Context: an optimization exercise on an open-source flow, tuned for small area. The choices shown serve that exercise and are no tape-out recipe. Function was checked by simulation only, so behaviour that the tests miss may differ from the original.

===== design/flow/design.v =====
package fmap_stream_reader_pkg;
  localparam int unsigned DEF_DATA_W      = 32;
  localparam int unsigned DEF_FMAP_W      = 6;
  localparam int unsigned DEF_FMAP_H      = 6;
  localparam int unsigned DEF_TIMEOUT_CYC = 4096;
  localparam int unsigned POS_W           = 3;
  typedef enum logic [2:0] {
    S_IDLE,
    S_ENG_RST,
    S_ENG_START,
    S_WAIT_DONE,
    S_STREAM
  } state_t;
  function automatic integer idx_w(input integer n);
    if (n <= 2) idx_w = 1;
    else        idx_w = $clog2(n);
  endfunction
endpackage
module max2_sel #(
  parameter int unsigned DATA_W = 32
) (
  input  logic signed [DATA_W-1:0] a,
  input  logic signed [DATA_W-1:0] b,
  input  logic                     pool,
  input  logic                     pick,
  output logic signed [DATA_W-1:0] y
);
  logic sel;
  always_comb begin
    sel = pool ? (a > b) : pick;
    y   = sel ? a : b;
  end
endmodule
import fmap_stream_reader_pkg::*;
module fmap_stream_reader #(
  parameter int unsigned DATA_W      = DEF_DATA_W,
  parameter int unsigned FMAP_W      = DEF_FMAP_W,
  parameter int unsigned FMAP_H      = DEF_FMAP_H,
  parameter int unsigned TIMEOUT_CYC = DEF_TIMEOUT_CYC
) (
  input  logic                                   clk,
  input  logic                                   rst,
  input  logic                                   frame_req,
  input  logic                                   pool_en,
  output logic                                   eng_rst,
  output logic                                   eng_start,
  input  logic                                   eng_done,
  input  logic [FMAP_W*FMAP_H*DATA_W-1:0]        fmap,
  output logic                                   m_valid,
  input  logic                                   m_ready,
  output logic signed [DATA_W-1:0]               m_data,
  output logic [POS_W-1:0]                       m_row,
  output logic [POS_W-1:0]                       m_col,
  output logic                                   m_last,
  output logic                                   busy,
  output logic                                   err,
  output logic [15:0]                            frame_cnt
);
  localparam int unsigned TW = (TIMEOUT_CYC <= 2) ? 1 : $clog2(TIMEOUT_CYC);
  localparam int unsigned WW = FMAP_W / 2;
  localparam int unsigned WH = FMAP_H / 2;
  logic                     s_rst;
  logic                     s_start;
  logic                     s_wait;
  logic                     s_strm;
  logic                     pool_q;
  logic [TW-1:0]            tcnt;
  logic                     tc_hit;
  logic                     v_q;
  logic signed [DATA_W-1:0] d_q;
  logic [POS_W-1:0]         r_q;
  logic [POS_W-1:0]         c_q;
  logic                     l_q;
  logic                     xfer;
  logic                     done_frame;
  logic                     load;
  logic [POS_W-1:0]         row;
  logic [POS_W-1:0]         col;
  logic [POS_W-1:0]         row_last;
  logic [POS_W-1:0]         col_last;
  logic [POS_W-1:0]         wr;
  logic [POS_W-1:0]         wc;
  logic [WH*WW-1:0]         wsel;
  logic signed [DATA_W-1:0] q00, q01, q10, q11;
  logic signed [DATA_W-1:0] m0, m1, beat_val;
  function automatic logic [15:0] inc16(input logic [15:0] x);
    for (int i = 0; i < 16; i++) inc16[i] = x[i] ^ (&(x | ~((16'd1 << i) - 16'd1)));
  endfunction
  function automatic logic [TW-1:0] inc12(input logic [TW-1:0] x);
    for (int i = 0; i < TW; i++) inc12[i] = x[i] ^ (&(x | ~((TW'(1) << i) - TW'(1))));
  endfunction
  assign tc_hit     = (tcnt == TW'(TIMEOUT_CYC - 1));
  assign row_last   = pool_q ? POS_W'(WH - 1) : POS_W'(FMAP_H - 1);
  assign col_last   = pool_q ? POS_W'(WW - 1) : POS_W'(FMAP_W - 1);
  assign xfer       = v_q & m_ready;
  assign done_frame = xfer & l_q;
  assign load       = s_strm & (!v_q | (m_ready & !l_q));
  always_comb begin
    if (!v_q) begin
      row = '0;
      col = '0;
    end else if (c_q == col_last) begin
      row = r_q + 1'b1;
      col = '0;
    end else begin
      row = r_q;
      col = c_q + 1'b1;
    end
    wr = pool_q ? row : (row >> 1);
    wc = pool_q ? col : (col >> 1);
    for (int i = 0; i < WH; i++)
      for (int j = 0; j < WW; j++)
        wsel[i*WW+j] = (wr == POS_W'(i)) && (wc == POS_W'(j));
  end
  always_comb begin
    q00 = '0;
    q01 = '0;
    q10 = '0;
    q11 = '0;
    for (int i = 0; i < WH; i++)
      for (int j = 0; j < WW; j++) begin
        q00 = q00 | ({DATA_W{wsel[i*WW+j]}} & fmap[DATA_W*((2*i)*FMAP_W + 2*j)     +: DATA_W]);
        q01 = q01 | ({DATA_W{wsel[i*WW+j]}} & fmap[DATA_W*((2*i)*FMAP_W + 2*j + 1) +: DATA_W]);
        q10 = q10 | ({DATA_W{wsel[i*WW+j]}} & fmap[DATA_W*((2*i+1)*FMAP_W + 2*j)   +: DATA_W]);
        q11 = q11 | ({DATA_W{wsel[i*WW+j]}} & fmap[DATA_W*((2*i+1)*FMAP_W + 2*j+1) +: DATA_W]);
      end
  end
  max2_sel #(.DATA_W(DATA_W)) u_m0 (.a(q00), .b(q01), .pool(pool_q), .pick(!col[0]), .y(m0));
  max2_sel #(.DATA_W(DATA_W)) u_m1 (.a(q10), .b(q11), .pool(pool_q), .pick(!col[0]), .y(m1));
  max2_sel #(.DATA_W(DATA_W)) u_m2 (.a(m0),  .b(m1),  .pool(pool_q), .pick(!row[0]), .y(beat_val));
  always_ff @(posedge clk or posedge rst) begin
    if (rst) begin
      s_rst     <= 1'b0;
      s_start   <= 1'b0;
      s_wait    <= 1'b0;
      s_strm    <= 1'b0;
      pool_q    <= 1'b0;
      err       <= 1'b0;
      v_q       <= 1'b0;
      frame_cnt <= '0;
    end else begin
      s_rst   <= !busy & frame_req;
      s_start <= s_rst;
      s_wait  <= s_start | (s_wait & !eng_done & !tc_hit);
      s_strm  <= (s_wait & eng_done) | (s_strm & !done_frame);
      if (!busy && frame_req) begin
        pool_q <= pool_en;
        err    <= 1'b0;
      end
      if (s_wait && !eng_done && tc_hit) err <= 1'b1;
      if (done_frame) begin
        v_q       <= 1'b0;
        frame_cnt <= inc16(frame_cnt);
      end else if (load) begin
        v_q <= 1'b1;
      end
    end
  end
  always_ff @(posedge clk) begin
    if (s_start)     tcnt <= '0;
    else if (s_wait) tcnt <= inc12(tcnt);
  end
  always_ff @(posedge clk) begin
    if (load) begin
      d_q <= beat_val;
      r_q <= row;
      c_q <= col;
      l_q <= (row == row_last) && (col == col_last);
    end
  end
  assign eng_rst   = s_rst;
  assign eng_start = s_start;
  assign busy      = s_rst | s_start | s_wait | s_strm;
  assign m_valid = v_q;
  assign m_data  = d_q;
  assign m_row   = r_q;
  assign m_col   = c_q;
  assign m_last  = l_q;
endmodule

===== design/flow/flow/run.sh =====
#!/bin/bash
# Standard synthesis and layout, with the ports buffered by the smallest
# buffer cell instead of the one buffer_ports picks by default.
set -euo pipefail
export BUFFER_PORTS_ARGS="-buffer_cell sky130_fd_sc_hd__buf_1"
bash standard.sh finish > standard_flow.log 2>&1

===== design/flow/standard.sh =====
#!/bin/bash
# synth_recipe.tcl (not shown) runs the flow's synth.tcl, then flattens the netlist and writes it again
# the make line also repeats each setting of config.mk as NAME=value (left out here)
make -C /OpenROAD-flow-scripts/flow DESIGN_CONFIG=/design/flow/config.mk WORK_HOME=/design/flow/orfs CLKGATE_MAP_FILE= SYNTH_SCRIPT=/design/flow/synth_recipe.tcl "${@:-finish}"

===== design/flow/config.mk =====
export PLATFORM = sky130hd
export DESIGN_NAME = fmap_stream_reader
export DESIGN_NICKNAME = fmap_stream_reader
export VERILOG_FILES = /design/flow/design.v
export SDC_FILE = /design/flow/constraint.sdc
export NUM_CORES = 4
export LEC_CHECK = 0
export CAP_MARGIN = 20
export CORE_AREA = 10 10 440 440
export DIE_AREA = 0 0 450 450
export SLEW_MARGIN = 20

===== design/flow/constraint.sdc =====
create_clock -name core_clock -period 10.0 [get_ports {clk}]
set_input_delay 2.0000 -clock core_clock [delete_from_list [all_inputs] [get_ports {clk}]]
set_output_delay 2.0000 -clock core_clock [all_outputs]
set_load 0.01 [all_outputs]

==> out/metrics.cfg, run 1 <==
[timing]
fmax_ghz = 0.105
worst_pin_slew_ns = 1.20
relSlewSlack_pct = 19.8
setup_viol = 0
rsz0062_at_grt = no
final-hold-violation-count = 0
period_needed_ns = 9.55
fin_crit_sh_pct = 95.5
fin_skew_ns = 0.0167
slew_viol_final = 0

[grt]
grt_max_degree = 58
grt_pass1_wl_um = 299000
grt_pass1_vias = 23639
antenna_found_initial = 273
grt-ovfl-total = 0
grtUsageTotal_pct = 23.1

[drt]
firstDrtPassIters = 10
wl_met3_um = 22500
vias = 24556
met2_wirelength_um = 119000
drt_wl_total_um = 248000
wl_met1_um = 95800
vias_per_cell = 4.35
remaining_drc_errors = 0
avgRoutedWirePerCell_um = 44.0
drtIter0Drc = 3420
antenna_left = 0
highest_layer = met5

[cts]
clock_latency_ns = 0.42
clk_path_buf_depth = 2
clk_pin_slew_ns = 0.08
htree_levels = 3
clkSinkCount = 74
cts_hold_buffers = 0
cts_tree = built
cts_root_buffer = clkbuf_16
cts_made_buffers = 9

[worst_setup_path]
worstPathRequired_ns = 10.18
startpoint = pool_q$_DFFE_PP0P_
arrival_ns = 9.73
critical_path.startpoint_type = flip-flop
worst_path_largest_cell_delay_ns = 0.94
cp-end-kind = flip-flop
crit_fanout = 39
worst_path_most_repeated_cell = buf_4
timing.rr.start = pool_q$_DFFE_PP0P_
slowest_stage = a2111oi_1
criticalPathCategory = flip-flop to flip-flop

[status]
status = no timing/DRC/antenna violations

[synthesis]
synthMuxAreaShare_pct = 9.48
synth_xor_area_share_pct = 1.37
synth_compound_area_share_pct = 36.9
synth_fa_ha_area_share_pct = 9.62
synth_top_family_by_area = compound AO/OA/AOI/OAI gates
async_reset_ff_share_pct = 31.1
synth_warnings = 2
syn_area_um2 = 14100
synthCells = 1840
synth-seq-area-share_pct = 14.1
synth_cell_types = 78
syn-mean-instance-area_um2 = 7.64
synthesis.nets = 3106
synth-simple-area-share_pct = 20.6
yosys_register_bits = 74
synth_edf_count = 39
synth_ff_type = edfxtp_1

[floorplan]
die_y_um = 450
rows = 157
die_w_um = 450
initial_utilization_pct = 7.66
ios = 1218
die_area_um2 = 203000
coreArea_um2 = 183000

[cells_and_area]
areaGrowthSynthToFinish_pct = 66.8
final_cell_mix = buf_1, nand2_1, buf_4
final_core_util_pct = 12.8
final_cell_count_no_fill = 5648
fillers = 21654
final_common_cell = buf_1
layout.nets = 4379
register_area_um2 = 1990
multi_input_area_um2 = 11100
final_area_um2 = 23400
drive_above_1_share_pct = 9.11

[placed_design]
gp_congestion = 1.03
portBuffers = 1217
place_inst = 5553
hpwl_um = 226000
placed_cell_area_um2 = 22900

[min_path]
min_from = s_rst$_DFF_PP0_
hp-class = flip-flop to flip-flop

[flow_run]
drv_cap = 0

## synthesized netlist by cell type, types with 5 or more instances
master | n | area [um2]
dfrtp_1 | 23 | 576
o31ai_1 | 6 | 45.0
buf_4 | 8 | 60.1
o22a_1 | 9 | 78.8
and3_1 | 25 | 156
xnor2_1 | 11 | 96.3
mux2i_1 | 114 | 1140
buf_1 | 11 | 41.3
o2bb2ai_1 | 27 | 236
xor2_1 | 11 | 96.3
a22o_1 | 74 | 648
nor2b_1 | 8 | 50.1
nand2b_1 | 8 | 50.1
a221oi_1 | 50 | 438
a2111oi_0 | 5 | 43.8
clkbuf_1 | 65 | 244
o21ai_0 | 59 | 295
ha_1 | 108 | 1350
nand3_1 | 62 | 310
a21o_1 | 24 | 180
nor4_1 | 8 | 50.1
a22oi_1 | 163 | 1220
a211o_1 | 26 | 228
a222oi_1 | 75 | 751
a21oi_1 | 89 | 445
nor3_1 | 29 | 145
o22ai_1 | 15 | 93.8
nand3b_1 | 7 | 52.6
or3_1 | 10 | 62.6
inv_1 | 95 | 357
buf_2 | 75 | 375
nor2_1 | 40 | 150
nand2_1 | 263 | 987
mux2_2 | 17 | 191
nand4b_1 | 7 | 61.3
a32oi_1 | 10 | 87.6
a211oi_1 | 6 | 45.0
dfxtp_1 | 12 | 240
nand4_1 | 67 | 419
a31oi_1 | 5 | 31.3
nor4_4 | 5 | 106
edfxtp_1 | 39 | 1170
## state kept, by name (all words and copies together), names as in the netlist
signal     cells
d_q           32
frame_cnt     16
tcnt          12
c_q            3
r_q            3
err            1
l_q            1
pool_q         1
s_rst          1
s_start        1
s_strm         1
s_wait         1
v_q            1
## critical path, delay by kind of cell, from the launching register on
kind                       cells  cell delay (ns)
AOI/OAI and AO/OA             11             4.11
adders and majority gates      2             0.56
muxes                          2             0.55
and+or+nand+nor                7             1.26
buffers and inverters         11             2.20
DFF                            1             0.57
## final timing paths
| path | endpoint | slack (ns) | cells after the start |
|---|---|---|---|
| setup / recovery | d_q[31]$_DFFE_PP_ | 0.45 | 33 |
| hold / removal | s_start$_DFF_PP0_ | 0.41 | 0 |
| setup reg to reg | d_q[31]$_DFFE_PP_ | 0.45 | 33 |
| hold reg to reg | s_start$_DFF_PP0_ | 0.41 | 0 |
| max in group asynchronous | frame_cnt[1]$_DFFE_PP0P_ | 7.99 | 3 |
| min in group asynchronous | frame_cnt[15]$_DFFE_PP0P_ | 1.62 | 3 |
## per-layer routing
layer | vias to the layer above | GRT usage [%]
met5 | - | 0
met4 | 112 | 7.80
met3 | 535 | 7.26
met2 | 1900 | 39.5
met1 | 12037 | 27.0
li1 | 9972 | -
## logic make-up (layout without fill, tap and decap cells)
kind of cell    after synthesis  in the layout
simple gates                571            571
fa+ha+maj                   108            108
mux                         131            131
xor+xnor                     22             22
other cells                   0             66
compound gates              678            678
buf+inv                     256           1534
flops                        74             74
## area by class of cell
| type | instances | share of cell area, % |
|---|---|---|
| Inverter | 95 | 1.52 |
| Tap cell | 2464 | 13.1 |
| Antenna cell | 66 | 0.704 |
| Timing Repair Buffer | 1423 | 27.4 |
| Sequential cell | 74 | 8.48 |
| Clock buffer | 9 | 0.961 |
| Clock inverter | 7 | 0.299 |
| Multi-Input combinational cell | 1510 | 47.4 |
## through the flow
stage / hold slack [ns] / TNS [ns] / setup WS, ns
after floorplan: 0.435 / 0 / 1.39
after global placement: 0.394 / -0.470 / -0.0773
after detailed placement: 0.400 / -0.0590 / -0.0261
after CTS: 0.410 / 0 / 0.0883
after global routing: 0.437 / 0 / 0.0101
final: 0.410 / 0 / 0.449
## what timing repair did
action                                  in CTS  in global routing
endpoints found under the setup margin      16                 32
setup buffers                                3                 10
pin swaps                                    1                  2
resized for setup                            0                  6
==> run 2: changes to the inputs <==
--- a/design/flow/design.v
+++ b/design/flow/design.v
@@ -26,7 +26,21 @@
   output logic signed [DATA_W-1:0] y
 );
-  logic sel;
+  function automatic logic [1:0] cmp(input logic [DATA_W-1:0] x, input logic [DATA_W-1:0] z,
+                                     input int lo, input int w);
+    logic [1:0] h;
+    logic [1:0] l;
+    if (w == 1) begin
+      cmp = {x[lo] & !z[lo], x[lo] ~^ z[lo]};
+    end else begin
+      h   = cmp(x, z, lo + w / 2, w - w / 2);
+      l   = cmp(x, z, lo, w / 2);
+      cmp = {h[1] | (h[0] & l[1]), h[0] & l[0]};
+    end
+  endfunction
+  logic [1:0] c;
+  logic       sel;
   always_comb begin
-    sel = pool ? (a > b) : pick;
+    c   = cmp({!a[DATA_W-1], a[DATA_W-2:0]}, {!b[DATA_W-1], b[DATA_W-2:0]}, 0, DATA_W);
+    sel = pool ? c[1] : pick;
     y   = sel ? a : b;
   end
@@ -57,5 +71,4 @@
   output logic [15:0]                            frame_cnt
 );
-  localparam int unsigned TW = (TIMEOUT_CYC <= 2) ? 1 : $clog2(TIMEOUT_CYC);
   localparam int unsigned WW = FMAP_W / 2;
   localparam int unsigned WH = FMAP_H / 2;
@@ -65,5 +78,6 @@
   logic                     s_strm;
   logic                     pool_q;
-  logic [TW-1:0]            tcnt;
+  logic [11:0]              tcnt;
+  logic                     tc_fb;
   logic                     tc_hit;
   logic                     v_q;
@@ -87,10 +101,9 @@
     for (int i = 0; i < 16; i++) inc16[i] = x[i] ^ (&(x | ~((16'd1 << i) - 16'd1)));
   endfunction
-  function automatic logic [TW-1:0] inc12(input logic [TW-1:0] x);
-    for (int i = 0; i < TW; i++) inc12[i] = x[i] ^ (&(x | ~((TW'(1) << i) - TW'(1))));
-  endfunction
-  assign tc_hit     = (tcnt == TW'(TIMEOUT_CYC - 1));
+  assign tc_fb      = tcnt[11] ^ tcnt[5] ^ tcnt[3] ^ tcnt[0] ^ (tcnt[10:0] == 11'd0);
+  assign tc_hit     = (tcnt == 12'h800);
   assign row_last   = pool_q ? POS_W'(WH - 1) : POS_W'(FMAP_H - 1);
   assign col_last   = pool_q ? POS_W'(WW - 1) : POS_W'(FMAP_W - 1);
+  assign l_q        = (r_q == row_last) && (c_q == col_last);
   assign xfer       = v_q & m_ready;
   assign done_frame = xfer & l_q;
@@ -135,5 +148,4 @@
       s_wait    <= 1'b0;
       s_strm    <= 1'b0;
-      pool_q    <= 1'b0;
       err       <= 1'b0;
       v_q       <= 1'b0;
@@ -144,9 +156,6 @@
       s_wait  <= s_start | (s_wait & !eng_done & !tc_hit);
       s_strm  <= (s_wait & eng_done) | (s_strm & !done_frame);
-      if (!busy && frame_req) begin
-        pool_q <= pool_en;
-        err    <= 1'b0;
-      end
-      if (s_wait && !eng_done && tc_hit) err <= 1'b1;
+      if (!busy && frame_req)               err <= 1'b0;
+      else if (s_wait && !eng_done && tc_hit) err <= 1'b1;
       if (done_frame) begin
         v_q       <= 1'b0;
@@ -158,6 +167,9 @@
   end
   always_ff @(posedge clk) begin
+    if (!busy && frame_req) pool_q <= pool_en;
+  end
+  always_ff @(posedge clk) begin
     if (s_start)     tcnt <= '0;
-    else if (s_wait) tcnt <= inc12(tcnt);
+    else if (s_wait) tcnt <= {tcnt[10:0], tc_fb};
   end
   always_ff @(posedge clk) begin
@@ -166,5 +178,4 @@
       r_q <= row;
       c_q <= col;
-      l_q <= (row == row_last) && (col == col_last);
     end
   end
==> design/flow/flow/run.sh (replaced) <==
#!/bin/bash
# Standard layout with two changes:
#  - synthesis maps the logic with this flow's area-oriented ABC script
#    (flow/abc.script) and without the half/full-adder extraction; the rest of
#    the synthesis script (synth_recipe.tcl) is unchanged, so the registers are
#    the standard synthesis's;
#  - the ports are buffered with the smallest buffer cell.
set -euo pipefail
W=$PWD
export MY_ABC_SCRIPT=$W/flow/abc.script
cat flow/abc_override.tcl synth_recipe.tcl > $W/flow_synth.tcl
bash standard.sh SYNTH_SCRIPT=$W/flow_synth.tcl ADDER_MAP_FILE= \
  "BUFFER_PORTS_ARGS=-buffer_cell sky130_fd_sc_hd__buf_1" finish > standard_flow.log 2>&1
==> design/flow/flow/abc.script (new file) <==
strash
dch
amap
strash
dch
amap
topo
buffer -c
upsize -c -D 7000
dnsize -c -D 7000
==> design/flow/flow/abc_override.tcl (new file) <==
# Technology mapping with this flow's own ABC script (MY_ABC_SCRIPT) in place
# of ORFS's; everything else in the synthesis is the standard one.
proc abc {args} {
  set i [lsearch -exact $args -script]
  if {$i >= 0 && [info exists ::env(MY_ABC_SCRIPT)]} {
    lset args [expr {$i + 1}] $::env(MY_ABC_SCRIPT)
  }
  yosys abc {*}$args
}
==> run 2 against run 1 <==
Area after synthesis fell by 27%. Maximum frequency rose by 0.28%. Final area fell by 16%. Worst setup slack improved by 0.027 ns. Global-route usage fell by 1.6 points. Sequential cell count fell by 1. Wire length fell by 6.7%. Sequential share of layout area rose by 1.5 points. Hold slack got worse by 0.0084 ns.
==> out/metrics.cfg, run 2 <==
[timing]
setup_tns_ns = 0  ; unchanged
final-hold-violation-count = 0  ; unchanged
rsz0062_at_grt = no  ; unchanged
setup_viol = 0  ; unchanged
fin_skew_ns = 0.0118  ; was 0.0167 ns
period_needed_ns = 9.52  ; was 9.55 ns
relSlewSlack_pct = 17.5  ; was 19.8%
slew_viol_final = 0  ; unchanged
worst_pin_slew_ns = 1.24  ; was 1.20 ns
fin_crit_sh_pct = 95.2  ; was 95.5%
holdWs_ns = 0.401  ; was 0.410 ns
fmax_ghz = 0.105  ; about the same

[synthesis]
synth-seq-area-share_pct = 19.0  ; was 14.1%
synth_most_common_cell = a222oi_1  ; was nand2_1
syn_area_um2 = 10300  ; was 14100 um2
yosys_register_bits = 73  ; was 74
netlist.area_leader.share_pct = 32.3  ; was 9.62%
async_reset_ff_share_pct = 30.1  ; was 31.1%
synth_area_leaders = a222oi_1, edfxtp_1, dfrtp_1, nor2_1, nand2_1  ; was ha_1, a22oi_1, edfxtp_1, mux2i_1, nand2_1
synthCells = 1377  ; was 1840
synth_warnings = 2  ; unchanged
synth_edf_count = 39  ; unchanged
synthesis.nets = 2535  ; was 3106
synth_cell_types = 49  ; was 78
synth_ff_type = edfxtp_1  ; unchanged
synth_area_leader_cell = a222oi_1  ; was ha_1
synth_common_cells = a222oi_1, nor2_1, nand2_1  ; was nand2_1, a22oi_1, mux2i_1
syn-mean-instance-area_um2 = 7.48  ; was 7.64 um2

[placed_design]
hpwl_um = 214000  ; was 226000 um
portBuffers = 1217  ; unchanged
gp_congestion = 0.958  ; was 1.03

[drt]
avgRoutedWirePerCell_um = 44.5  ; was 44.0 um
antenna_left = 0  ; unchanged
drtIter0Drc = 5521  ; was 3420
drt_wl_total_um = 232000  ; was 248000 um
firstDrtPassIters = 14  ; was 10
remaining_drc_errors = 0  ; unchanged
vias = 22320  ; was 24556
vias_per_cell = 4.29  ; was 4.35

[worst_setup_path]
slowest_stage = nor2_4  ; was a2111oi_1
crit_fanout = 21  ; was 39
critical_path.startpoint_type = flip-flop  ; unchanged
worstPathRequired_ns = 10.19  ; was 10.18 ns
arrival_ns = 9.72  ; was 9.73 ns
worst_path_most_repeated_cell = buf_4  ; unchanged
worst_path_largest_cell_delay_ns = 0.74  ; was 0.94 ns
criticalPathCategory = flip-flop to flip-flop  ; unchanged
cp-end-kind = flip-flop  ; unchanged

[grt]
met2_usage_pct = 37.7  ; was 39.5%
grt_pass1_vias = 20162  ; was 23639
grtUsageTotal_pct = 21.4  ; was 23.1%
use_met3_pct = 11.5  ; was 7.26%
grt_use_met1_pct = 22.5  ; was 27.0%
grt.busiest_layer = met2  ; unchanged
grt_max_degree = 75  ; was 58
grt-ovfl-total = 0  ; unchanged
grt_pass1_wl_um = 274000  ; was 299000 um
antenna_found_initial = 381  ; was 273

[floorplan]
die_w_um = 450  ; unchanged
ios = 1218  ; unchanged
rows = 157  ; unchanged
die_area_um2 = 203000  ; unchanged
die_y_um = 450  ; unchanged
coreArea_um2 = 183000  ; unchanged
initial_utilization_pct = 5.62  ; was 7.66%

[cells_and_area]
layout.nets = 3808  ; was 4379
reg_top3 = d_q (32), frame_cnt (16), tcnt (12)  ; unchanged
largest_reg_flops = 32  ; unchanged
final_common_cell = buf_1  ; unchanged
multi_input_area_um2 = 7640  ; was 11100 um2
areaGrowthSynthToFinish_pct = 90.8  ; was 66.8%
drive_above_1_share_pct = 8.70  ; was 9.11%
register_area_um2 = 1960  ; was 1990 um2
top_register = d_q  ; unchanged
final_cell_mix = buf_1, a222oi_1, buf_4  ; was buf_1, nand2_1, buf_4
fillers = 21750  ; was 21654

[cts]
htree_levels = 3  ; unchanged
clkSinkCount = 73  ; was 74
clk_pin_slew_ns = 0.06  ; was 0.08 ns
clock_latency_ns = 0.37  ; was 0.42 ns
cts_tree = built  ; unchanged
clk_path_buf_depth = 2  ; unchanged
cts_hold_buffers = 0  ; unchanged
cts_made_buffers = 9  ; unchanged
cts_root_buffer = clkbuf_16  ; unchanged

[status]
status = no timing/DRC/antenna violations  ; unchanged

[flow_run]
drv_cap = 0  ; unchanged

[min_path]
hp-class = flip-flop to flip-flop  ; unchanged

-- run 2: what timing repair did --
action                     CTS  global route
buffers inserted             0             3
gates resized for setup      0             1
setup endpoints to repair    0            31
-- run 2: kinds of logic (layout without fill, tap and decap cells) --
group | Yosys count | after routing | synth area share (%)
other | 0 | 86 | 0
flip-flops | 73 | 73 | 19.0
AO/OA/AOI/OAI | 648 | 648 | 52.8
buffers and inverters | 210 | 1488 | 8.21
AND/OR/NAND/NOR | 446 | 446 | 20.0
-- run 2: worst paths after layout --
kind | startpoint | cells after the start | to | slack, ns
hold / removal | s_rst$_DFF_PP0_ | 0 | s_start$_DFF_PP0_ | 0.40
min in group asynchronous | rst | 2 | frame_cnt[8]$_DFFE_PP0P_ | 1.82
setup reg to reg | c_q[0]$_DFFE_PP_ | 36 | d_q[19]$_DFFE_PP_ | 0.48
max in group asynchronous | rst | 2 | err$_DFFE_PP0P_ | 7.60
hold reg to reg | s_rst$_DFF_PP0_ | 0 | s_start$_DFF_PP0_ | 0.40
setup / recovery | c_q[0]$_DFFE_PP_ | 36 | d_q[19]$_DFFE_PP_ | 0.48
-- run 2: routing by layer --
| layer | share of wire (%) | vias to the layer above |
|---|---|---|
| met2 | 49 | 2136 |
| li1 | - | 8758 |
| met5 | 0.65 | - |
| met4 | 2.7 | 238 |
| met3 | 13 | 735 |
| met1 | 34 | 10453 |
-- run 2: final cells by class --
| type | instances | area share, % |
|---|---|---|
| well taps | 2464 | 15.7 |
| repair buffers | 1409 | 31.6 |
| clock buffers | 9 | 1.15 |
| multi-input cells | 1094 | 38.8 |
| diodes | 86 | 1.09 |
| clock inverters | 7 | 0.433 |
| flip-flops and latches | 73 | 9.98 |
| inverters | 63 | 1.20 |
-- run 2: per-stage QoR --
stage	utilization, %	cells	setup WS (ns)	cell area (um2)
floorplan	-	1377	2.76	10300
global placement	10.3	5086	0.375	19000
detailed placement	10.4	5098	0.588	19100
CTS	10.6	5114	0.512	19400
global route	10.6	5149	0.00252	19500
finish	10.7	5205	0.476	19700
-- run 2: critical path: cells and delay by family, from the launching register on --
| kind | cells | cell delay, ns |
|---|---|---|
| AO/OA/AOI/OAI | 16 | 3.24 |
| buffers and inverters | 8 | 1.64 |
| flip-flops | 1 | 0.45 |
| AND/OR/NAND/NOR | 12 | 3.96 |
==> run 3: changes to the inputs <==
==> design/flow/flow/run.sh (replaced) <==
#!/bin/bash
# Standard layout with two changes:
#  - synthesis maps the logic with this flow's area-oriented ABC script
#    (flow/abc.script) and without the half/full-adder extraction; the rest of
#    the synthesis script (synth_recipe.tcl) is unchanged, so the registers are
#    the standard synthesis's;
#  - the ports are buffered with the smallest buffer cell;
#  - pins may sit one routing track apart, so that they fit on a smaller die.
set -euo pipefail
W=$PWD
export MY_ABC_SCRIPT=$W/flow/abc.script
cat flow/abc_override.tcl synth_recipe.tcl > $W/flow_synth.tcl
bash standard.sh SYNTH_SCRIPT=$W/flow_synth.tcl ADDER_MAP_FILE= \
  "BUFFER_PORTS_ARGS=-buffer_cell sky130_fd_sc_hd__buf_1" \
  "PLACE_PINS_ARGS=-min_distance 1 -min_distance_in_tracks" finish > standard_flow.log 2>&1
--- a/design/flow/config.mk
+++ b/design/flow/config.mk
@@ -7,5 +7,5 @@
 export LEC_CHECK = 0
 export CAP_MARGIN = 20
-export CORE_AREA = 10 10 440 440
-export DIE_AREA = 0 0 450 450
+export CORE_AREA = 5 5 195 195
+export DIE_AREA = 0 0 200 200
 export SLEW_MARGIN = 20
==> run 3 against run 2 <==
The flow now stops in 5_1_grt. Synthesized cell count unchanged. Area after synthesis unchanged.
==> out/metrics.cfg, run 3 <==
[synthesis]
yosys_register_bits = 73  ; unchanged
syn-mean-instance-area_um2 = 7.48  ; unchanged
netlist.area_leader.share_pct = 32.3  ; unchanged
synth_common_cells = a222oi_1, nor2_1, nand2_1  ; unchanged
synthesis.nets = 2535  ; unchanged
synth_ff_type = edfxtp_1  ; unchanged
synth_cell_types = 49  ; unchanged
synth_area_leaders = a222oi_1, edfxtp_1, dfrtp_1, nor2_1, nand2_1  ; unchanged
synth_warnings = 2  ; unchanged
synthCells = 1377  ; unchanged
synth_edf_count = 39  ; unchanged
synth_area_leader_cell = a222oi_1  ; unchanged
synth_most_common_cell = a222oi_1  ; unchanged
syn_area_um2 = 10300  ; unchanged
async_reset_ff_share_pct = 30.1  ; unchanged
synth-seq-area-share_pct = 19.0  ; unchanged

[floorplan]
die_w_um = 200  ; was 450 um
rows = 69  ; was 157
ios = 1218  ; unchanged
die_y_um = 200  ; was 450 um
initial_utilization_pct = 29.0  ; was 5.62%

[cts]
post_cts_buffers = 0  ; unchanged
cts_root_buffer = clkbuf_16  ; unchanged
cts_hold_buffers = 0  ; unchanged
clkSinkCount = 73  ; unchanged
cts_resized = 0  ; unchanged
clk_path_buf_depth = 2  ; unchanged
cts_made_buffers = 9  ; unchanged
htree_levels = 3  ; unchanged

[status]
flow.stopped_at = 5_1_grt
tool.error = [ERROR GRT-0116] Global routing finished with congestion. Check the congestion regions in the DRC Viewer.
status = did not finish  ; was no timing/DRC/antenna violations

[grt]
grt_pass1_vias = 21607
grtUsageTotal_pct = 53.5
grt-ovfl-total = 6
grt_pass1_wl_um = 152000
grt_max_degree = 77

[placed_design]
gp_congestion = 1.23  ; was 0.958
hpwl_um = 97900  ; was 214000 um
place_inst = 2946  ; was 5098
portBuffers = 1217  ; unchanged

## run 3: cell counts after synthesis
Identical to the previous run, type by type.
## run 3: kinds of logic after synthesis
family	Yosys count	synth area share (%)
flops	73	19.0
compound gates	648	52.8
simple gates	446	20.0
buf+inv	210	8.21
## run 3: layer usage
layer	GRT usage [%]	overflow
met1	59.9	0
met2	69.4	5
met3	34.6	0
met4	42.8	1
met5	10.6	0
## run 3: worst max path at each step
stage,depth (start not counted),startpoint,to
4_1_cts,35,pool_q$_DFFE_PP_,d_q[19]$_DFFE_PP_
2_1_floorplan,35,c_q[0]$_DFFE_PP_,d_q[7]$_DFFE_PP_
3_5_place_dp,37,pool_q$_DFFE_PP_,d_q[17]$_DFFE_PP_
3_3_place_gp,39,c_q[0]$_DFFE_PP_,d_q[27]$_DFFE_PP_
## run 3: metrics by stage
| step | hold WS (ns) | cell area (um2) | worst slack [ns] | util, % |
|---|---|---|---|---|
| floorplan | 0.428 | 10300 | 2.76 | - |
| global placement | 0.389 | 15400 | 0.621 | 43.3 |
| detailed placement | 0.390 | 15400 | 0.382 | 43.3 |
| CTS | 0.402 | 15700 | 0.354 | 44.0 |
==> run 4: changes to the inputs <==
--- a/design/flow/design.v
+++ b/design/flow/design.v
@@ -105,19 +105,18 @@
   assign row_last   = pool_q ? POS_W'(WH - 1) : POS_W'(FMAP_H - 1);
   assign col_last   = pool_q ? POS_W'(WW - 1) : POS_W'(FMAP_W - 1);
-  assign l_q        = (r_q == row_last) && (c_q == col_last);
+  assign l_q        = (row == row_last + 1'b1);
   assign xfer       = v_q & m_ready;
   assign done_frame = xfer & l_q;
   assign load       = s_strm & (!v_q | (m_ready & !l_q));
   always_comb begin
-    if (!v_q) begin
-      row = '0;
-      col = '0;
-    end else if (c_q == col_last) begin
-      row = r_q + 1'b1;
-      col = '0;
+    if (col == '0) begin
+      r_q = row - 1'b1;
+      c_q = col_last;
     end else begin
-      row = r_q;
-      col = c_q + 1'b1;
+      r_q = row;
+      c_q = col - 1'b1;
     end
+  end
+  always_comb begin
     wr = pool_q ? row : (row >> 1);
     wc = pool_q ? col : (col >> 1);
@@ -174,8 +173,17 @@
   end
   always_ff @(posedge clk) begin
-    if (load) begin
-      d_q <= beat_val;
-      r_q <= row;
-      c_q <= col;
+    if (load) d_q <= beat_val;
+  end
+  always_ff @(posedge clk) begin
+    if (s_start) begin
+      row <= '0;
+      col <= '0;
+    end else if (load) begin
+      if (col == col_last) begin
+        row <= row + 1'b1;
+        col <= '0;
+      end else begin
+        col <= col + 1'b1;
+      end
     end
   end
--- a/design/flow/flow/run.sh
+++ b/design/flow/flow/run.sh
@@ -1,4 +1,4 @@
 #!/bin/bash
-# Standard layout with two changes:
+# Standard layout with three changes:
 #  - synthesis maps the logic with this flow's area-oriented ABC script
 #    (flow/abc.script) and without the half/full-adder extraction; the rest of
==> run 4 against run 3 <==
The flow again stops in 5_1_grt. Area after synthesis decreased by 0.98%. Synthesized cell count decreased by 1.5%.
==> out/metrics.cfg, run 4 <==
[cts]
htree_levels = 3  ; unchanged
clkSinkCount = 73  ; unchanged
post_cts_buffers = 0  ; unchanged
cts_resized = 0  ; unchanged
cts_root_buffer = clkbuf_16  ; unchanged
clk_path_buf_depth = 2  ; unchanged
cts_made_buffers = 9  ; unchanged
cts_hold_buffers = 0  ; unchanged

[synthesis]
syn_area_um2 = 10200  ; was 10300 um2
synth-seq-area-share_pct = 18.6  ; was 19.0%
synthesis.nets = 2515  ; was 2535
synthCells = 1357  ; was 1377
synth_area_leader_cell = a222oi_1  ; unchanged
yosys_register_bits = 73  ; unchanged
synth_edf_count = 33  ; was 39
synth_cell_types = 52  ; was 49
synth_ff_type = edfxtp_1  ; unchanged
synth_most_common_cell = a222oi_1  ; unchanged
netlist.area_leader.share_pct = 36.0  ; was 32.3%
synth_common_cells = a222oi_1, nor2_1, nand2_1  ; unchanged
syn-mean-instance-area_um2 = 7.52  ; was 7.48 um2
async_reset_ff_share_pct = 30.1  ; unchanged
synth_area_leaders = a222oi_1, edfxtp_1, dfrtp_1, nor2_1, o21ai_0  ; was a222oi_1, edfxtp_1, dfrtp_1, nor2_1, nand2_1
synth_warnings = 2  ; unchanged

[placed_design]
dpl_worst_slack_ns = 0.682  ; was 0.382 ns
hpwl_um = 99500  ; was 97900 um
gp_congestion = 1.16  ; was 1.23
place_inst = 2925  ; was 2946
portBuffers = 1217  ; unchanged

[floorplan]
ios = 1218  ; unchanged
die_w_um = 200  ; unchanged
rows = 69  ; unchanged
initial_utilization_pct = 28.7  ; was 29.0%
die_y_um = 200  ; unchanged

[grt]
grt_pass1_wl_um = 160000
grt_max_degree = 80
grt-ovfl-total = 29
grtUsageTotal_pct = 56.3
grt_pass1_vias = 21405

[status]
tool.error = [ERROR GRT-0116] Global routing finished with congestion. Check the congestion regions in the DRC Viewer.  ; unchanged
flow.stopped_at = 5_1_grt  ; unchanged
status = did not finish  ; unchanged

-- run 4: metal layers --
metal,GRT overflow,global-route usage (%)
met5,0,4.06
met4,8,46.9
met1,0,58.8
met2,21,79.1
met3,0,35.2
-- run 4: cell families after synthesis --
| family | after synthesis | synth area share (%) |
|---|---|---|
| flip-flops | 73 | 18.6 |
| buffers and inverters | 205 | 7.92 |
| AND/OR/NAND/NOR | 429 | 19.8 |
| AO/OA/AOI/OAI | 650 | 53.6 |
-- run 4: worst max path at each step --
stage	from	endpoint	slack [ns]	cells past startpoint
after floorplan	fmap[384]	d_q[22]$_DFFE_PP_	2.52	35
after global placement	fmap[193]	d_q[0]$_DFFE_PP_	1.03	31
after detailed placement	fmap[193]	d_q[22]$_DFFE_PP_	0.68	31
after CTS	pool_q$_DFFE_PP_	d_q[12]$_DFFE_PP_	0.69	33
-- run 4: through the flow --
stage / utilization [%] / instance area (um2) / hold slack, ns
after floorplan: - / 10200 / 0.428
after global placement: 42.9 / 15200 / 0.385
after detailed placement: 42.9 / 15300 / 0.390
after CTS: 43.9 / 15600 / 0.405
==> run 5: changes to the inputs <==
==> design/flow/flow/abc.script (replaced) <==
strash
dch
amap
strash
dch
amap
strash
dch
amap
topo
buffer -c
upsize -c -D 7000
dnsize -c -D 7000
--- a/design/flow/config.mk
+++ b/design/flow/config.mk
@@ -7,5 +7,6 @@
 export LEC_CHECK = 0
 export CAP_MARGIN = 20
-export CORE_AREA = 5 5 195 195
-export DIE_AREA = 0 0 200 200
+export CORE_AREA = 5 5 235 235
+export CTS_BUF_LIST = sky130_fd_sc_hd__clkbuf_4 sky130_fd_sc_hd__clkbuf_8
+export DIE_AREA = 0 0 240 240
 export SLEW_MARGIN = 20
==> run 5 against run 4 <==
Now clean on timing, DRC and antenna. Area after synthesis down 0.74%. Synthesized cell count decreased by 2.2%.
==> out/metrics.cfg, run 5 <==
[timing]
setup_tns_ns = 0
rsz0062_at_grt = no
slew_viol_final = 0
fmax_ghz = 0.109
relSlewSlack_pct = 39.2
fin_skew_ns = 0.0141
final-hold-violation-count = 0
period_needed_ns = 9.20
fin_crit_sh_pct = 92.0
worst_pin_slew_ns = 0.912
setup_viol = 0

[synthesis]
syn-mean-instance-area_um2 = 7.63  ; was 7.52 um2
yosys_register_bits = 73  ; unchanged
synth-seq-area-share_pct = 18.8  ; was 18.6%
synth_cell_types = 55  ; was 52
synth_area_leader_cell = a222oi_1  ; unchanged
synth_area_leaders = a222oi_1, edfxtp_1, dfrtp_1, nor2_1, nand3_1  ; was a222oi_1, edfxtp_1, dfrtp_1, nor2_1, o21ai_0
syn_area_um2 = 10100  ; was 10200 um2
synthesis.nets = 2485  ; was 2515
synth_edf_count = 33  ; unchanged
synth_warnings = 2  ; unchanged
synth_most_common_cell = a222oi_1  ; unchanged
netlist.area_leader.share_pct = 37.8  ; was 36.0%
synth_ff_type = edfxtp_1  ; unchanged
async_reset_ff_share_pct = 30.1  ; unchanged
synthCells = 1327  ; was 1357
synth_common_cells = a222oi_1, nor2_1, nand2_1  ; unchanged

[drt]
firstDrtPassIters = 30
vias_per_cell = 6.17
avgRoutedWirePerCell_um = 31.6
drt_wl_total_um = 101000
vias = 19793
drtIter0Drc = 4107
remaining_drc_errors = 0
antenna_left = 0

[cells_and_area]
top_register = d_q
largest_reg_flops = 32
drive_above_1_share_pct = 3.35
areaGrowthSynthToFinish_pct = 56.1
final_cell_mix = buf_1, a222oi_1, nor2_1
layout.nets = 3601
final_area_um2 = 15800
reg_top3 = d_q (32), frame_cnt (16), tcnt (12)
final_cell_count_no_fill = 3208
final_common_cell = buf_1

[floorplan]
ios = 1218  ; unchanged
die_w_um = 240  ; was 200 um
coreArea_um2 = 52400
die_area_um2 = 57600
initial_utilization_pct = 19.3  ; was 28.7%
die_y_um = 240  ; was 200 um
rows = 84  ; was 69

[grt]
grtUsageTotal_pct = 31.5
grt_pass1_wl_um = 134000
grt_pass1_vias = 18733
antenna_found_initial = 70
grt_max_degree = 83
grt-ovfl-total = 0

[placed_design]
gp_congestion = 1.06  ; was 1.16
portBuffers = 1217  ; unchanged
placed_cell_area_um2 = 15300  ; about the same
hpwl_um = 84000  ; was 99500 um
place_inst = 3113  ; was 2925

[cts]
cts_root_buffer = clkbuf_8  ; was clkbuf_16
clock_latency_ns = 0.34
htree_levels = 3  ; unchanged
cts_tree = built
cts_made_buffers = 9  ; unchanged
cts_hold_buffers = 0  ; unchanged
clk_path_buf_depth = 2  ; unchanged
clkSinkCount = 73  ; unchanged
clk_pin_slew_ns = 0.08

[status]
status = no timing/DRC/antenna violations  ; was did not finish

[worst_setup_path]
arrival_ns = 9.25
crit_fanout = 41
worst_path_most_repeated_cell = nand2_1
worstPathRequired_ns = 10.05
critical_path.startpoint_type = flip-flop
criticalPathCategory = flip-flop to flip-flop
slowest_stage = a222oi_1
cp-end-kind = flip-flop
worst_path_largest_cell_delay_ns = 0.55

[min_path]
hp-class = flip-flop to flip-flop

[flow_run]
drv_cap = 0

[run 5: changes by cell type after synthesis, moves of 10 or more]
cell	delta
o21ai_0	-13
a222oi_1	+15
nand2_1	-10
nor2_1	+12
buf_2	+31
inv_1	-11
a22oi_1	-22
clkbuf_1	-24
[run 5: logic make-up after synthesis]
logic type	Yosys count	share of synthesized area (%)
AO/OA/AOI/OAI	641	54.0
AND/OR/NAND/NOR	419	19.2
flip-flops	73	18.8
buffers and inverters	193	7.88
XOR/XNOR	1	0.0865
[run 5: routing by layer]
metal / share of wire [%] / GRT usage (%) / vias to the layer above
li1: - / - / 8298
met1: 35 / 35.8 / 9234
met2: 44 / 49.7 / 1812
met3: 14 / 11.2 / 435
met4: 7.8 / 21.2 / 14
met5: 0.088 / 0.758 / -
[run 5: through the flow]
stage	util, %	hold slack (ns)	worst slack (ns)
4_1_cts	29.6	0.413	0.486
3_5_place_dp	29.1	0.395	0.504
6_report	30.1	0.404	0.799
2_1_floorplan	-	0.428	2.40
3_3_place_gp	29.1	0.386	0.573
5_1_grt	30.1	0.438	0.101
[run 5: cell type report]
class	count	area, um2
inverter	44	168
antenna	72	180
timing repair buffer	1253	4920
fill	6046	36600
clock buffer	10	131
clock inverter	6	111
multi-input combinational	1062	7530
sequential	73	1900
tap	688	861
[run 5: what timing repair did]
action | in CTS | in global routing
setup buffers | 0 | 6
gates resized for setup | 0 | 15
endpoints found under the setup margin | 0 | 32
[run 5: final timing paths]
path	from	endpoint	slack, ns	cells past startpoint
setup reg to reg	pool_q$_DFFE_PP_	d_q[3]$_DFFE_PP_	0.80	49
hold reg to reg	s_rst$_DFF_PP0_	s_start$_DFF_PP0_	0.40	0
setup / recovery	pool_q$_DFFE_PP_	d_q[3]$_DFFE_PP_	0.80	49
max in group asynchronous	rst	s_start$_DFF_PP0_	7.70	2
hold / removal	s_rst$_DFF_PP0_	s_start$_DFF_PP0_	0.40	0
min in group asynchronous	rst	frame_cnt[7]$_DFFE_PP0P_	1.79	2
[run 5: critical path: cells and delay by family, from the launching register on]
kind	cells	cell delay (ns)
buffers and inverters	6	1.25
and+or+nand+nor	21	3.27
AOI/OAI and AO/OA	22	3.86
DFF	1	0.52
==> run 6: changes to the inputs <==
--- a/design/flow/config.mk
+++ b/design/flow/config.mk
@@ -10,3 +10,4 @@
 export CTS_BUF_LIST = sky130_fd_sc_hd__clkbuf_4 sky130_fd_sc_hd__clkbuf_8
 export DIE_AREA = 0 0 240 240
+export PLACE_DENSITY = 0.8
 export SLEW_MARGIN = 20
==> run 6 against run 5 <==
Still clean. Utilization decreased by 0.31 points. Via count increased by 1.1%. Die area unchanged. Wire length is 1.3% higher. First-iteration DRC count is 3.0% higher. Synthesized cell count is the same. Clock-buffer cell count did not move. Critical path type unchanged.
==> out/metrics.cfg, run 6 <==
[floorplan]
rows = 84  ; unchanged
die_y_um = 240  ; unchanged
die_area_um2 = 57600  ; unchanged
die_w_um = 240  ; unchanged
ios = 1218  ; unchanged
coreArea_um2 = 52400  ; unchanged
initial_utilization_pct = 19.3  ; unchanged

[cts]
clkSinkCount = 73  ; unchanged
cts_hold_buffers = 0  ; unchanged
clk_pin_slew_ns = 0.09  ; was 0.08 ns
cts_made_buffers = 9  ; unchanged
clock_latency_ns = 0.36  ; was 0.34 ns
htree_levels = 3  ; unchanged
cts_tree = built  ; unchanged
clk_path_buf_depth = 2  ; unchanged
cts_root_buffer = clkbuf_8  ; unchanged

[cells_and_area]
fillers = 5886  ; was 6046
top_register = d_q  ; unchanged
reg_top3 = d_q (32), frame_cnt (16), tcnt (12)  ; unchanged
final_common_cell = buf_1  ; unchanged
largest_reg_flops = 32  ; unchanged
drive_above_1_share_pct = 3.31  ; was 3.35%
layout.nets = 3601  ; unchanged
final_cell_mix = buf_1, a222oi_1, nor2_1  ; unchanged
areaGrowthSynthToFinish_pct = 54.5  ; was 56.1%

[timing]
setup_tns_ns = 0  ; unchanged
fmax_ghz = 0.110  ; was 0.109 GHz
relSlewSlack_pct = 35.5  ; was 39.2%
setup_viol = 0  ; unchanged
period_needed_ns = 9.09  ; was 9.20 ns
holdWs_ns = 0.403  ; was 0.404 ns
fin_crit_sh_pct = 90.9  ; was 92.0%
worst_pin_slew_ns = 0.967  ; was 0.912 ns
final-hold-violation-count = 0  ; unchanged
fin_skew_ns = 0.0115  ; was 0.0141 ns
rsz0062_at_grt = no  ; unchanged
slew_viol_final = 0  ; unchanged

[synthesis]
synth_compound_area_share_pct = 54.0  ; unchanged
syn_area_um2 = 10100  ; unchanged
synth_area_leader_cell = a222oi_1  ; unchanged
netlist.area_leader.share_pct = 37.8  ; unchanged
synth_ff_type = edfxtp_1  ; unchanged
synth_common_cells = a222oi_1, nor2_1, nand2_1  ; unchanged
synth-simple-area-share_pct = 19.2  ; unchanged
synth_warnings = 2  ; unchanged
syn-mean-instance-area_um2 = 7.63  ; unchanged
synth_area_leaders = a222oi_1, edfxtp_1, dfrtp_1, nor2_1, nand3_1  ; unchanged
synthesis.nets = 2485  ; unchanged
synth_cell_types = 55  ; unchanged
async_reset_ff_share_pct = 30.1  ; unchanged
synth_most_common_cell = a222oi_1  ; unchanged
synth-seq-area-share_pct = 18.8  ; unchanged
synthMuxAreaShare_pct = 0  ; unchanged
synth_edf_count = 33  ; unchanged
synthCells = 1327  ; unchanged
synth_top_family_by_area = compound AO/OA/AOI/OAI gates  ; unchanged
synth_fa_ha_area_share_pct = 0  ; unchanged
synth_xor_area_share_pct = 0.0865  ; unchanged
yosys_register_bits = 73  ; unchanged

[drt]
antenna_left = 0  ; unchanged
vias = 20015  ; was 19793
remaining_drc_errors = 0  ; unchanged
firstDrtPassIters = 17  ; was 30
drtIter0Drc = 4231  ; was 4107
avgRoutedWirePerCell_um = 32.1  ; was 31.6 um
drt_wl_total_um = 103000  ; was 101000 um
vias_per_cell = 6.27  ; was 6.17

[placed_design]
hpwl_um = 86100  ; was 84000 um
portBuffers = 1217  ; unchanged
gp_congestion = 1.09  ; was 1.06

[worst_setup_path]
critical_path.startpoint_type = flip-flop  ; unchanged
slowest_stage = buf_4  ; was a222oi_1
arrival_ns = 9.18  ; was 9.25 ns
worst_path_largest_cell_delay_ns = 0.59  ; was 0.55 ns
cp-end-kind = flip-flop  ; unchanged
crit_fanout = 52  ; was 41
worstPathRequired_ns = 10.09  ; was 10.05 ns
criticalPathCategory = flip-flop to flip-flop  ; unchanged

[min_path]
hp-class = flip-flop to flip-flop  ; unchanged

[grt]
grtUsageTotal_pct = 32.0  ; was 31.5%
grt-ovfl-total = 0  ; unchanged
grt_pass1_vias = 18751  ; was 18733
grt_max_degree = 66  ; was 83
antenna_found_initial = 52  ; was 70
grt_pass1_wl_um = 135000  ; was 134000 um

[status]
status = no timing/DRC/antenna violations  ; unchanged

[flow_run]
drv_cap = 0  ; unchanged

run 6: cell count changes in the layout (fill, tap and decap cells not counted), sizes merged:
cell | before | now
diode | 72 | 54
bufinv | 3 | 1
buf | 1253 | 1254
clkinv | 2 | 3
inv | 45 | 46
nor2 | 148 | 147
run 6: cell type report:
type	instances	area [um2]	share of cell area (%)
Inverter	44	165	1.06
Tap cell	688	861	5.50
Clock buffer	10	138	0.880
Multi-Input combinational cell	1061	7510	48.0
Timing Repair Buffer	1254	4860	31.1
Sequential cell	73	1900	12.2
Clock inverter	6	71.3	0.456
Antenna cell	54	135	0.864
run 6: per-layer routing:
layer	wire (um)	share of wire [%]	track usage (%)
met5	136	0.13	0
met2	44600	44	50.9
met4	8170	8.0	21.6
met1	35100	34	35.5
met3	14500	14	12.0
run 6: per-stage QoR:
stage / instances / setup WS (ns) / utilization, % / cell area (um2)
floorplan: 1327 / 2.40 / - / 10100
global placement: 3120 / 0.915 / 29.1 / 15300
detailed placement: 3120 / 0.737 / 29.1 / 15300
CTS: 3136 / 0.644 / 29.5 / 15500
global route: 3173 / 0.0153 / 29.8 / 15600
finish: 3190 / 0.910 / 29.8 / 15600
run 6: what timing repair did:
action,in CTS,in global routing
buffers inserted,0,0
resized for setup,0,7
setup endpoints to repair,0,32
run 6: final timing paths:
check	from	to	slack (ns)	cells past startpoint
min reg2reg	s_rst$_DFF_PP0_	s_start$_DFF_PP0_	0.40	0
max reg2reg	pool_q$_DFFE_PP_	d_q[29]$_DFFE_PP_	0.91	50
min	s_rst$_DFF_PP0_	s_start$_DFF_PP0_	0.40	0
max	pool_q$_DFFE_PP_	d_q[29]$_DFFE_PP_	0.91	50
max in group asynchronous	rst	frame_cnt[8]$_DFFE_PP0P_	7.67	2
min in group asynchronous	rst	s_start$_DFF_PP0_	1.79	2
run 6: cell families (layout without fill, tap and decap cells):
logic type      after synthesis  in the layout
compound gates              641            641
xor+xnor                      1              1
buf+inv                     193           1314
flops                        73             73
other cells                   0             54
simple gates                419            419
run 6: worst max-delay path, delay by kind of cell, from the launching register on:
family,cells,cell delay [ns]
AOI/OAI and AO/OA,24,3.67
buffers and inverters,5,1.41
and+or+nand+nor,21,3.16
DFF,1,0.50
==> run 7: changes to the inputs <==
--- a/design/flow/config.mk
+++ b/design/flow/config.mk
@@ -10,4 +10,4 @@
 export CTS_BUF_LIST = sky130_fd_sc_hd__clkbuf_4 sky130_fd_sc_hd__clkbuf_8
 export DIE_AREA = 0 0 240 240
-export PLACE_DENSITY = 0.8
+export PLACE_DENSITY = 0.9
 export SLEW_MARGIN = 20
==> run 7 against run 6 <==
Still clean. Maximum frequency shrank 2.0%. Global-route usage increased by 0.43 points. Utilization increased by 0.14 points. Critical path depth shrank 4. Die area unchanged. Clock-buffer cell count fell by 1. Sequential share of layout area decreased by 0.056 points. Area after synthesis is the same. Hold slack better by 0.016 ns. Largest cell class unchanged.
==> out/metrics.cfg, run 7 <==
[status]
status = no timing/DRC/antenna violations  ; unchanged

[cts]
clk_pin_slew_ns = 0.10  ; was 0.09 ns
cts_root_buffer = clkbuf_8  ; unchanged
clock_latency_ns = 0.37  ; was 0.36 ns
cts_hold_buffers = 0  ; unchanged
cts_tree = built  ; unchanged
clkSinkCount = 73  ; unchanged
clk_path_buf_depth = 2  ; unchanged
htree_levels = 3  ; unchanged
cts_made_buffers = 9  ; unchanged

[drt]
vias = 20369  ; was 20015
firstDrtPassIters = 22  ; was 17
vias_per_cell = 6.38  ; was 6.27
drt_wl_total_um = 104000  ; was 103000 um
remaining_drc_errors = 0  ; unchanged
antenna_left = 0  ; unchanged
avgRoutedWirePerCell_um = 32.6  ; was 32.1 um
drtIter0Drc = 5204  ; was 4231

[synthesis]
synth_warnings = 2  ; unchanged
synth-seq-area-share_pct = 18.8  ; unchanged
synthCells = 1327  ; unchanged
synth_area_leaders = a222oi_1, edfxtp_1, dfrtp_1, nor2_1, nand3_1  ; unchanged
yosys_register_bits = 73  ; unchanged
synth_common_cells = a222oi_1, nor2_1, nand2_1  ; unchanged
synth_most_common_cell = a222oi_1  ; unchanged
async_reset_ff_share_pct = 30.1  ; unchanged
synthesis.nets = 2485  ; unchanged
synth_cell_types = 55  ; unchanged
syn-mean-instance-area_um2 = 7.63  ; unchanged
synth_area_leader_cell = a222oi_1  ; unchanged
synth_edf_count = 33  ; unchanged
netlist.area_leader.share_pct = 37.8  ; unchanged
syn_area_um2 = 10100  ; unchanged
synth_ff_type = edfxtp_1  ; unchanged

[worst_setup_path]
r2r_end = d_q[28]$_DFFE_PP_  ; was d_q[29]$_DFFE_PP_
arrival_ns = 9.36  ; was 9.18 ns
worst_path_largest_cell_delay_ns = 0.55  ; was 0.59 ns
critPathTopFamily = compound AO/OA/AOI/OAI gates  ; unchanged
worst_path_most_repeated_cell = nor2_1
critical_path_buf_inv_count = 5  ; unchanged
slowest_stage = edfxtp_1  ; was buf_4
cp-end-kind = flip-flop  ; unchanged
critical_path.startpoint_type = flip-flop  ; unchanged
r2r_setup_slack_ns = 0.72  ; was 0.91 ns
timing.rr.start = pool_q$_DFFE_PP_  ; unchanged
worstPathRequired_ns = 10.08  ; was 10.09 ns
crit_fanout = 41  ; was 52
criticalPathCategory = flip-flop to flip-flop  ; unchanged
r2r_cells = 46  ; was 50

[cells_and_area]
areaGrowthSynthToFinish_pct = 55.2  ; was 54.5%
layout.nets = 3604  ; was 3601
final_cell_mix = buf_1, a222oi_1, nor2_1  ; unchanged
drive_above_1_share_pct = 3.51  ; was 3.31%
reg_top3 = d_q (32), frame_cnt (16), tcnt (12)  ; unchanged
final_common_cell = buf_1  ; unchanged
largest_reg_flops = 32  ; unchanged
top_register = d_q  ; unchanged

[floorplan]
coreArea_um2 = 52400  ; unchanged
ios = 1218  ; unchanged
initial_utilization_pct = 19.3  ; unchanged
die_w_um = 240  ; unchanged
rows = 84  ; unchanged
die_y_um = 240  ; unchanged
die_area_um2 = 57600  ; unchanged

[min_path]
min_from = s_rst$_DFF_PP0_  ; unchanged
min_path_cells = 0  ; unchanged
hp-class = flip-flop to flip-flop  ; unchanged
min_to = s_start$_DFF_PP0_  ; unchanged

[flow_run]
drv_cap = 0  ; unchanged

[timing]
setup_viol = 0  ; unchanged
setup_tns_ns = 0  ; unchanged
final-hold-violation-count = 0  ; unchanged
fin_skew_ns = 0.0184  ; was 0.0115 ns
fin_crit_sh_pct = 92.8  ; was 90.9%
rsz0062_at_grt = no  ; unchanged
slew_viol_final = 0  ; unchanged
fmax_ghz = 0.108  ; was 0.110 GHz
period_needed_ns = 9.28  ; was 9.09 ns
fin_ws_ns = 0.723  ; was 0.910 ns
worst_pin_slew_ns = 0.967  ; about the same
relSlewSlack_pct = 35.5  ; about the same

[grt]
grtUsageTotal_pct = 32.4  ; was 32.0%
grt_pass1_vias = 19489  ; was 18751
grt_pass1_wl_um = 137000  ; was 135000 um
grt_max_degree = 68  ; was 66
antenna_found_initial = 63  ; was 52
grt-ovfl-total = 0  ; unchanged

[placed_design]
hpwl_um = 87700  ; was 86100 um
portBuffers = 1217  ; unchanged
dpl_worst_slack_ns = 0.371  ; was 0.737 ns
gp_congestion = 1.15  ; was 1.09

==> run 7: worst max-delay path by stage <==
stage / startpoint / endpoint / cells past startpoint
3_3_place_gp: fmap[384] / d_q[24]$_DFFE_PP_ / 46
5_1_grt: pool_q$_DFFE_PP_ / d_q[5]$_DFFE_PP_ / 51
4_1_cts: pool_q$_DFFE_PP_ / d_q[1]$_DFFE_PP_ / 51
6_report: pool_q$_DFFE_PP_ / d_q[28]$_DFFE_PP_ / 46
2_1_floorplan: fmap[386] / d_q[1]$_DFFE_PP_ / 45
3_5_place_dp: fmap[66] / d_q[1]$_DFFE_PP_ / 46
==> run 7: logic make-up (layout without fill, tap and decap cells) <==
group,after synthesis,after routing,share of synthesized area (%)
other cells,0,56,0
buf+inv,193,1316,7.88
compound gates,641,641,54.0
flops,73,73,18.8
xor+xnor,1,1,0.0865
simple gates,419,420,19.2
==> run 7: layout make-up <==
type / count / area, um2
Multi-Input combinational cell: 1062 / 7540
Tap cell: 688 / 861
Sequential cell: 73 / 1900
Timing Repair Buffer: 1256 / 4900
Clock inverter: 7 / 82.6
Inverter: 44 / 173
Antenna cell: 56 / 140
Fill cell: 5813 / 36700
Clock buffer: 9 / 124
==> run 7: timing repair <==
item,in CTS,in global routing
gates resized for setup,0,15
buffers inserted,0,4
endpoints found under the setup margin,0,32
==> run 7: per-stage QoR <==
stage	utilization, %	hold WS, ns	instances	area (um2)
final	30.0	0.418	3195	15700
after global routing	29.9	0.459	3177	15700
after CTS	29.5	0.423	3134	15500
after detailed placement	29.1	0.408	3118	15300
after global placement	29.1	0.371	3118	15300
after floorplan	-	0.428	1327	10100
==> run 7: routing by layer <==
| layer | routed length (um) | GRT usage (%) | vias up |
|---|---|---|---|
| met1 | 35200 | 36.1 | 9326 |
| met5 | 212 | 0 | - |
| met4 | 9080 | 23.2 | 32 |
| li1 | - | - | 8277 |
| met2 | 44500 | 50.6 | 2168 |
| met3 | 15200 | 12.5 | 566 |

-- re-timing with driven ports --
How much do the figures lean on ideal ports? The routed layouts below were timed once more, with nothing changed but the port constraints. Step 1: set_driving_cell puts a clkbuf_16 on clk and a buf_2 on each other input, an assumption about the parent block. Step 2 times the ports against the registers' clock, not the clock port: input delays grow and output delays shrink by t, the midpoint of the rising clock arrivals with the driver on. a / b / c = no drivers / after step 1 / after step 2; a / b = the first two.
run | t (ns) | slack for setup (ns) | clock arrival spread, ns | cell pins on the clock port's net
run 1 | 0.464 | 0.449 / 0.449 / 0.449 | 0.019 / 0.019 | 1
run 2 | 0.429 | 0.476 / 0.476 / 0.476 | 0.012 / 0.013 | 1
run 5 | 0.365 | 0.799 / 0.799 / 0.613 | 0.014 / 0.014 | 1
run 6 | 0.383 | 0.910 / 0.910 / 0.750 | 0.016 / 0.015 | 1
run 7 | 0.396 | 0.723 / 0.723 / 0.432 | 0.019 / 0.019 | 1
After both steps setup and hold are still met in every run listed. For run 7, which loses most, drivers alone change the setup slack by 0.000 ns; drivers and shift together by -0.291 ns.
